Background: an optimization exercise with open tools, aiming at small area and a short achievable clock period. Do not read the settings as production practice.
Only simulation tests tie the RTL to the original design; equivalence was not proved.

==> build 41: inputs <==
Design mul_pipe_unit, start of the top module:
module mul_pipe_unit #(
   parameter int WIDTH   = 32,
   parameter int LATENCY = 4
) (
   input  logic               clk,
   input  logic               rst,
   input  logic               start,
   input  logic               is_signed,
   input  logic [WIDTH-1:0]   a,
   input  logic [WIDTH-1:0]   b,
   input  logic               flush,
   output logic               busy,
   output logic               done,
   output logic [2*WIDTH-1:0] result,
   output logic [1:0]         dbg_state
);
==> flow/config.mk <==
export PLATFORM = sky130hd
export DESIGN_NAME = mul_pipe_unit
export DESIGN_NICKNAME = mul_pipe_unit
export VERILOG_FILES = /design/flow/design.v
export SDC_FILE = /design/flow/constraint.sdc
export NUM_CORES = 4
export LEC_CHECK = 0
export CAP_MARGIN = 20
export CORE_MARGIN = 2
export CORE_UTILIZATION = 65
export SLEW_MARGIN = 20
==> flow/constraint.sdc <==
create_clock -name core_clock -period 11.0 [get_ports {clk}]
set_input_delay 2.2000 -clock core_clock [delete_from_list [all_inputs] [get_ports {clk}]]
set_output_delay 2.2000 -clock core_clock [all_outputs]
set_load 0.01 [all_outputs]
standard.sh (not shown) runs the stock make flow with config.mk's settings and CLKGATE_MAP_FILE= SYNTH_SCRIPT=/design/flow/synth_recipe.tcl, a recipe that flattens the netlist after the stock synthesis.
==> flow/flow/run.sh <==
#!/bin/bash
# Own layout flow: the standard flow, with these changes.
#  1. After the standard synthesis, flow/faflip.py re-chooses the polarity of each full-adder cell
#     (FA(~a,~b,~c) = ~FA(a,b,c)) so that most of the inverters Yosys's extract_fa leaves between
#     adders go away. Registers and all other cells are untouched.
#  2. Ports are buffered with sky130_fd_sc_hd__buf_1 instead of the flow's default pick.
#  3. Up to CTS, repair_timing aims 6.3 ns beyond the clock period on the worst path only (no TNS
#     repair); routing and the steps after it run with the standard margin.
# Each step's output goes to a log file of its own here; ORFS's own logs are under orfs/logs.
set -euo pipefail
R=orfs/results/sky130hd/mul_pipe_unit/base
PORTS="BUFFER_PORTS_ARGS=-buffer_cell sky130_fd_sc_hd__buf_1"
bash standard.sh synth > log_synth.txt 2>&1
python3 flow/faflip.py $R/1_2_yosys.v $R/1_2_yosys.faflip.v > log_faflip.txt 2>&1
cp $R/1_2_yosys.v $R/1_2_yosys.orig.v
mv $R/1_2_yosys.faflip.v $R/1_2_yosys.v
rm -f $R/1_synth.odb
touch $R/1_2_yosys.v
bash standard.sh "$PORTS" SETUP_SLACK_MARGIN=6.3 TNS_END_PERCENT=0 cts > log_cts.txt 2>&1
bash standard.sh "$PORTS" finish > log_finish.txt 2>&1
Other scripts of this flow, unchanged in this note and not shown: flow/flow/faflip.py
==> trial 18 (differences from build 41) <==
CORE_UTILIZATION = 55   (was 65)
==> qor summary <==
Number of cells traversed by the worst register-to-register path: trial 18 15; build 41 14
Via count of the routed design: trial 18 12000; build 41 12300
Final period demand of the worst path: trial 18 4810 ps; build 41 4850 ps
Multi-input gate share of total cell area: trial 18 0.631; build 41 0.633
Count of nets after finishing: trial 18 1982; build 41 1987
Highest fanout seen on the critical path: trial 18 27; build 41 18
Wire length of the first global-routing pass: trial 18 71.9 mm; build 41 70.7 mm
Filler cells: trial 18 2565; build 41 2018
Result of the run: trial 18 finished clean; build 41 finished clean
Amount of wire on met3 after detailed routing: trial 18 3.90 mm; build 41 4.12 mm
Rel. slew slack: trial 18 0.387; build 41 0.384
Final WL: trial 18 45.7 mm; build 41 44.9 mm
Critical Path Stages: trial 18 15; build 41 14
Overall fraction of global-route tracks in use: trial 18 0.308; build 41 0.353
Required time reported for the critical path endpoint: trial 18 11300 ps; build 41 11330 ps
Peak per-stage delay on the critical path: trial 18 550 ps; build 41 650 ps
Setup slack on the worst flop-to-flop path: trial 18 6190 ps; build 41 6150 ps
Arrival time at the worst endpoint: trial 18 5110 ps; build 41 5180 ps

* * *

==> v14 <==
mul_pipe_unit, a different RTL version from the one above (not shown whole).
// mul_pipe_unit
module mul_pipe_unit #(
   parameter int WIDTH   = 32,
   parameter int LATENCY = 4
) (
   input  logic               clk,
   input  logic               rst,
   input  logic               start,
   input  logic               is_signed,
   input  logic [WIDTH-1:0]   a,
   input  logic [WIDTH-1:0]   b,
   input  logic               flush,
   output logic               busy,
   output logic               done,
   output logic [2*WIDTH-1:0] result,
   output logic [1:0]         dbg_state
);
==> flow/config.mk <==
export PLATFORM = sky130hd
export DESIGN_NAME = mul_pipe_unit
export DESIGN_NICKNAME = mul_pipe_unit
export VERILOG_FILES = /design/flow/design.v
export SDC_FILE = /design/flow/constraint.sdc
export NUM_CORES = 4
export LEC_CHECK = 0
export CAP_MARGIN = 20
export CORE_MARGIN = 2
export CORE_UTILIZATION = 55
export SLEW_MARGIN = 20
==> flow/constraint.sdc <==
create_clock -name core_clock -period 11.0 [get_ports {clk}]
set_input_delay 2.2000 -clock core_clock [delete_from_list [all_inputs] [get_ports {clk}]]
set_output_delay 2.2000 -clock core_clock [all_outputs]
set_load 0.01 [all_outputs]
==> flow/flow/run.sh <==
#!/bin/bash
# Own layout flow: the standard flow, with these changes.
#  1. After the standard synthesis, flow/faflip.py re-chooses the polarity of each full-adder cell
#     (FA(~a,~b,~c) = ~FA(a,b,c)) so that most of the inverters Yosys's extract_fa leaves between
#     adders go away; it also looks through the larger inverters and reuses them as inverted
#     copies, and folds inverters into the xor2/xnor2 gates that feed them. Registers are untouched.
#  2. Ports are buffered with sky130_fd_sc_hd__buf_1 instead of the flow's default pick.
#  3. Synthesis and every later step also leave out the platform's slow complex gates (four-input
#     and-or cells and the like) and its weakest (_0) cells: flow/dont_use.txt lists the platform's own
#     don't-use cells followed by these.
#  4. Up to CTS, repair_timing aims 6.6 ns beyond the clock period on the worst path only (no TNS
#     repair); routing and the steps after it run with the standard margin.
# Each step's output goes to a log file of its own here; ORFS's own logs are under orfs/logs.
set -euo pipefail
R=orfs/results/sky130hd/mul_pipe_unit/base
PORTS="BUFFER_PORTS_ARGS=-buffer_cell sky130_fd_sc_hd__buf_1"
DU="DONT_USE_CELLS=$(cat flow/dont_use.txt)"
bash standard.sh "$DU" synth > log_synth.txt 2>&1
python3 flow/faflip.py $R/1_2_yosys.v $R/1_2_yosys.faflip.v > log_faflip.txt 2>&1
cp $R/1_2_yosys.v $R/1_2_yosys.orig.v
mv $R/1_2_yosys.faflip.v $R/1_2_yosys.v
rm -f $R/1_synth.odb
touch $R/1_2_yosys.v
bash standard.sh "$DU" "$PORTS" SETUP_SLACK_MARGIN=6.6 TNS_END_PERCENT=0 cts > log_cts.txt 2>&1
bash standard.sh "$DU" "$PORTS" finish > log_finish.txt 2>&1
Other scripts of this flow, unchanged in this note and not shown: flow/flow/dont_use.txt, flow/flow/faflip.py
==> v34 (differences from v14) <==
--- a/flow/design.v
+++ b/flow/design.v
@@ -1124,12 +1124,76 @@
          dc  <= dn;
       end
       sel_neg <= nx_neg;
       sel_one <= nx_one;
       sel_two <= nx_two;
    end
    assign busy      = busy_r;
    assign done      = done_r;
-   assign rhi       = result_r[63:24] + ((40'(rc[0]) << 12) | (40'(rc[1]) << 16) | (40'(rc[2]) << 20) | (40'(rc[3]) << 24) | (40'(rc[4]) << 28) | (40'(rc[5]) << 32) | (40'(rc[6]) << 36));
+   wire ba0 = &result_r[39:36];
+   wire ba1 = &result_r[43:40];
+   wire ba2 = &result_r[47:44];
+   wire ba3 = &result_r[51:48];
+   wire ba4 = &result_r[55:52];
+   wire ba5 = &result_r[59:56];
+   wire ba6 = &result_r[63:60];
+   wire bg1_1 = (rc[1] & ba1) | (ba1 & (rc[0] & ba0));
+   wire bp1_1 = ba1 & ba0;
+   wire bg1_2 = (rc[2] & ba2) | (ba2 & (rc[1] & ba1));
+   wire bp1_2 = ba2 & ba1;
+   wire bg1_3 = (rc[3] & ba3) | (ba3 & (rc[2] & ba2));
+   wire bp1_3 = ba3 & ba2;
+   wire bg1_4 = (rc[4] & ba4) | (ba4 & (rc[3] & ba3));
+   wire bp1_4 = ba4 & ba3;
+   wire bg1_5 = (rc[5] & ba5) | (ba5 & (rc[4] & ba4));
+   wire bp1_5 = ba5 & ba4;
+   wire bg2_2 = bg1_2 | (bp1_2 & (rc[0] & ba0));
+   wire bp2_2 = bp1_2 & ba0;
+   wire bg2_3 = bg1_3 | (bp1_3 & bg1_1);
+   wire bp2_3 = bp1_3 & bp1_1;
+   wire bg2_4 = bg1_4 | (bp1_4 & bg1_2);
+   wire bp2_4 = bp1_4 & bp1_2;
+   wire bg2_5 = bg1_5 | (bp1_5 & bg1_3);
+   wire bp2_5 = bp1_5 & bp1_3;
+   wire bg3_4 = bg2_4 | (bp2_4 & (rc[0] & ba0));
+   wire bp3_4 = bp2_4 & ba0;
+   wire bg3_5 = bg2_5 | (bp2_5 & bg1_1);
+   wire bp3_5 = bp2_5 & bp1_1;
+   wire bc0 = rc[0];
+   assign rhi[12] = result_r[36] ^ bc0;
+   assign rhi[13] = (result_r[36]) ? (result_r[37] ^ bc0) : result_r[37];
+   assign rhi[14] = (result_r[36] & result_r[37]) ? (result_r[38] ^ bc0) : result_r[38];
+   assign rhi[15] = (result_r[36] & result_r[37] & result_r[38]) ? (result_r[39] ^ bc0) : result_r[39];
+   wire bc1 = (rc[1] | (rc[0] & ba0));
+   assign rhi[16] = result_r[40] ^ bc1;
+   assign rhi[17] = (result_r[40]) ? (result_r[41] ^ bc1) : result_r[41];
+   assign rhi[18] = (result_r[40] & result_r[41]) ? (result_r[42] ^ bc1) : result_r[42];
+   assign rhi[19] = (result_r[40] & result_r[41] & result_r[42]) ? (result_r[43] ^ bc1) : result_r[43];
+   wire bc2 = (rc[2] | bg1_1);
+   assign rhi[20] = result_r[44] ^ bc2;
+   assign rhi[21] = (result_r[44]) ? (result_r[45] ^ bc2) : result_r[45];
+   assign rhi[22] = (result_r[44] & result_r[45]) ? (result_r[46] ^ bc2) : result_r[46];
+   assign rhi[23] = (result_r[44] & result_r[45] & result_r[46]) ? (result_r[47] ^ bc2) : result_r[47];
+   wire bc3 = (rc[3] | bg2_2);
+   assign rhi[24] = result_r[48] ^ bc3;
+   assign rhi[25] = (result_r[48]) ? (result_r[49] ^ bc3) : result_r[49];
+   assign rhi[26] = (result_r[48] & result_r[49]) ? (result_r[50] ^ bc3) : result_r[50];
+   assign rhi[27] = (result_r[48] & result_r[49] & result_r[50]) ? (result_r[51] ^ bc3) : result_r[51];
+   wire bc4 = (rc[4] | bg2_3);
+   assign rhi[28] = result_r[52] ^ bc4;
+   assign rhi[29] = (result_r[52]) ? (result_r[53] ^ bc4) : result_r[53];
+   assign rhi[30] = (result_r[52] & result_r[53]) ? (result_r[54] ^ bc4) : result_r[54];
+   assign rhi[31] = (result_r[52] & result_r[53] & result_r[54]) ? (result_r[55] ^ bc4) : result_r[55];
+   wire bc5 = (rc[5] | bg3_4);
+   assign rhi[32] = result_r[56] ^ bc5;
+   assign rhi[33] = (result_r[56]) ? (result_r[57] ^ bc5) : result_r[57];
+   assign rhi[34] = (result_r[56] & result_r[57]) ? (result_r[58] ^ bc5) : result_r[58];
+   assign rhi[35] = (result_r[56] & result_r[57] & result_r[58]) ? (result_r[59] ^ bc5) : result_r[59];
+   wire bc6 = (rc[6] | bg3_5);
+   assign rhi[36] = result_r[60] ^ bc6;
+   assign rhi[37] = (result_r[60]) ? (result_r[61] ^ bc6) : result_r[61];
+   assign rhi[38] = (result_r[60] & result_r[61]) ? (result_r[62] ^ bc6) : result_r[62];
+   assign rhi[39] = (result_r[60] & result_r[61] & result_r[62]) ? (result_r[63] ^ bc6) : result_r[63];
+   assign rhi[11:0] = result_r[35:24];
    assign result    = {rhi, result_r[23:0]};
    assign dbg_state = {1'b0, busy_r};
 endmodule
Settings changed: PLACE_DENSITY set to 0.8.
==> v15 (differences from v14) <==
--- a/flow/design.v
+++ b/flow/design.v
@@ -1124,12 +1124,76 @@
          dc  <= dn;
       end
       sel_neg <= nx_neg;
       sel_one <= nx_one;
       sel_two <= nx_two;
    end
    assign busy      = busy_r;
    assign done      = done_r;
-   assign rhi       = result_r[63:24] + ((40'(rc[0]) << 12) | (40'(rc[1]) << 16) | (40'(rc[2]) << 20) | (40'(rc[3]) << 24) | (40'(rc[4]) << 28) | (40'(rc[5]) << 32) | (40'(rc[6]) << 36));
+   wire ba0 = &result_r[39:36];
+   wire ba1 = &result_r[43:40];
+   wire ba2 = &result_r[47:44];
+   wire ba3 = &result_r[51:48];
+   wire ba4 = &result_r[55:52];
+   wire ba5 = &result_r[59:56];
+   wire ba6 = &result_r[63:60];
+   wire bg1_1 = (rc[1] & ba1) | (ba1 & (rc[0] & ba0));
+   wire bp1_1 = ba1 & ba0;
+   wire bg1_2 = (rc[2] & ba2) | (ba2 & (rc[1] & ba1));
+   wire bp1_2 = ba2 & ba1;
+   wire bg1_3 = (rc[3] & ba3) | (ba3 & (rc[2] & ba2));
+   wire bp1_3 = ba3 & ba2;
+   wire bg1_4 = (rc[4] & ba4) | (ba4 & (rc[3] & ba3));
+   wire bp1_4 = ba4 & ba3;
+   wire bg1_5 = (rc[5] & ba5) | (ba5 & (rc[4] & ba4));
+   wire bp1_5 = ba5 & ba4;
+   wire bg2_2 = bg1_2 | (bp1_2 & (rc[0] & ba0));
+   wire bp2_2 = bp1_2 & ba0;
+   wire bg2_3 = bg1_3 | (bp1_3 & bg1_1);
+   wire bp2_3 = bp1_3 & bp1_1;
+   wire bg2_4 = bg1_4 | (bp1_4 & bg1_2);
+   wire bp2_4 = bp1_4 & bp1_2;
+   wire bg2_5 = bg1_5 | (bp1_5 & bg1_3);
+   wire bp2_5 = bp1_5 & bp1_3;
+   wire bg3_4 = bg2_4 | (bp2_4 & (rc[0] & ba0));
+   wire bp3_4 = bp2_4 & ba0;
+   wire bg3_5 = bg2_5 | (bp2_5 & bg1_1);
+   wire bp3_5 = bp2_5 & bp1_1;
+   wire bc0 = rc[0];
+   assign rhi[12] = result_r[36] ^ bc0;
+   assign rhi[13] = (result_r[36]) ? (result_r[37] ^ bc0) : result_r[37];
+   assign rhi[14] = (result_r[36] & result_r[37]) ? (result_r[38] ^ bc0) : result_r[38];
+   assign rhi[15] = (result_r[36] & result_r[37] & result_r[38]) ? (result_r[39] ^ bc0) : result_r[39];
+   wire bc1 = (rc[1] | (rc[0] & ba0));
+   assign rhi[16] = result_r[40] ^ bc1;
+   assign rhi[17] = (result_r[40]) ? (result_r[41] ^ bc1) : result_r[41];
+   assign rhi[18] = (result_r[40] & result_r[41]) ? (result_r[42] ^ bc1) : result_r[42];
+   assign rhi[19] = (result_r[40] & result_r[41] & result_r[42]) ? (result_r[43] ^ bc1) : result_r[43];
+   wire bc2 = (rc[2] | bg1_1);
+   assign rhi[20] = result_r[44] ^ bc2;
+   assign rhi[21] = (result_r[44]) ? (result_r[45] ^ bc2) : result_r[45];
+   assign rhi[22] = (result_r[44] & result_r[45]) ? (result_r[46] ^ bc2) : result_r[46];
+   assign rhi[23] = (result_r[44] & result_r[45] & result_r[46]) ? (result_r[47] ^ bc2) : result_r[47];
+   wire bc3 = (rc[3] | bg2_2);
+   assign rhi[24] = result_r[48] ^ bc3;
+   assign rhi[25] = (result_r[48]) ? (result_r[49] ^ bc3) : result_r[49];
+   assign rhi[26] = (result_r[48] & result_r[49]) ? (result_r[50] ^ bc3) : result_r[50];
+   assign rhi[27] = (result_r[48] & result_r[49] & result_r[50]) ? (result_r[51] ^ bc3) : result_r[51];
+   wire bc4 = (rc[4] | bg2_3);
+   assign rhi[28] = result_r[52] ^ bc4;
+   assign rhi[29] = (result_r[52]) ? (result_r[53] ^ bc4) : result_r[53];
+   assign rhi[30] = (result_r[52] & result_r[53]) ? (result_r[54] ^ bc4) : result_r[54];
+   assign rhi[31] = (result_r[52] & result_r[53] & result_r[54]) ? (result_r[55] ^ bc4) : result_r[55];
+   wire bc5 = (rc[5] | bg3_4);
+   assign rhi[32] = result_r[56] ^ bc5;
+   assign rhi[33] = (result_r[56]) ? (result_r[57] ^ bc5) : result_r[57];
+   assign rhi[34] = (result_r[56] & result_r[57]) ? (result_r[58] ^ bc5) : result_r[58];
+   assign rhi[35] = (result_r[56] & result_r[57] & result_r[58]) ? (result_r[59] ^ bc5) : result_r[59];
+   wire bc6 = (rc[6] | bg3_5);
+   assign rhi[36] = result_r[60] ^ bc6;
+   assign rhi[37] = (result_r[60]) ? (result_r[61] ^ bc6) : result_r[61];
+   assign rhi[38] = (result_r[60] & result_r[61]) ? (result_r[62] ^ bc6) : result_r[62];
+   assign rhi[39] = (result_r[60] & result_r[61] & result_r[62]) ? (result_r[63] ^ bc6) : result_r[63];
+   assign rhi[11:0] = result_r[35:24];
    assign result    = {rhi, result_r[23:0]};
    assign dbg_state = {1'b0, busy_r};
 endmodule
Settings changed: CORE_UTILIZATION 55 to 45.
==> comparison <==
- Worst hold slack, highest first: v14, v34, v15.
- Via count: v15 < v34 < v14.
- In v14 the area after synthesis is higher than in v34, by about 2.6%.
- Clock-buffer cell count is the same in v15 and v14.
- Clock skew: v34 < v14 < v15.

static timing again, ports no longer ideal:
The results above use ideal ports. As a check the final layouts listed here were re-extracted and re-timed, cells and wires unchanged. Step 1 (the two cells are an assumption about what drives the block):
set clk [get_ports {clk}]
set_driving_cell -lib_cell sky130_fd_sc_hd__clkbuf_16 $clk
set_driving_cell -lib_cell sky130_fd_sc_hd__buf_2 [delete_from_list [all_inputs] $clk]
Step 2 adds t to the input delays and takes it off the output delays; t is the mean of the earliest and latest rising clock arrival at the registers after step 1. Input paths then give back, and output paths get back, about the clock's delay inside the block. a / b / c = ideal ports / drivers / drivers and shift; a / b = the first two.
run	t, ns	slack for setup (ns)	slew at the worst register clock pin (ns)	cell pins on the clock port's net
build 41	0.494	6.151 / 6.151 / 6.151	0.10 / 0.10	1
trial 18	0.518	6.188 / 6.188 / 6.188	0.10 / 0.10	1
v14	0.514	6.464 / 6.410 / 6.466	0.08 / 0.08	1
v34	0.500	6.502 / 6.502 / 6.502	0.09 / 0.09	1
v15	0.522	6.599 / 6.542 / 6.621	0.08 / 0.08	1
After both steps setup and hold are still met in every run listed.
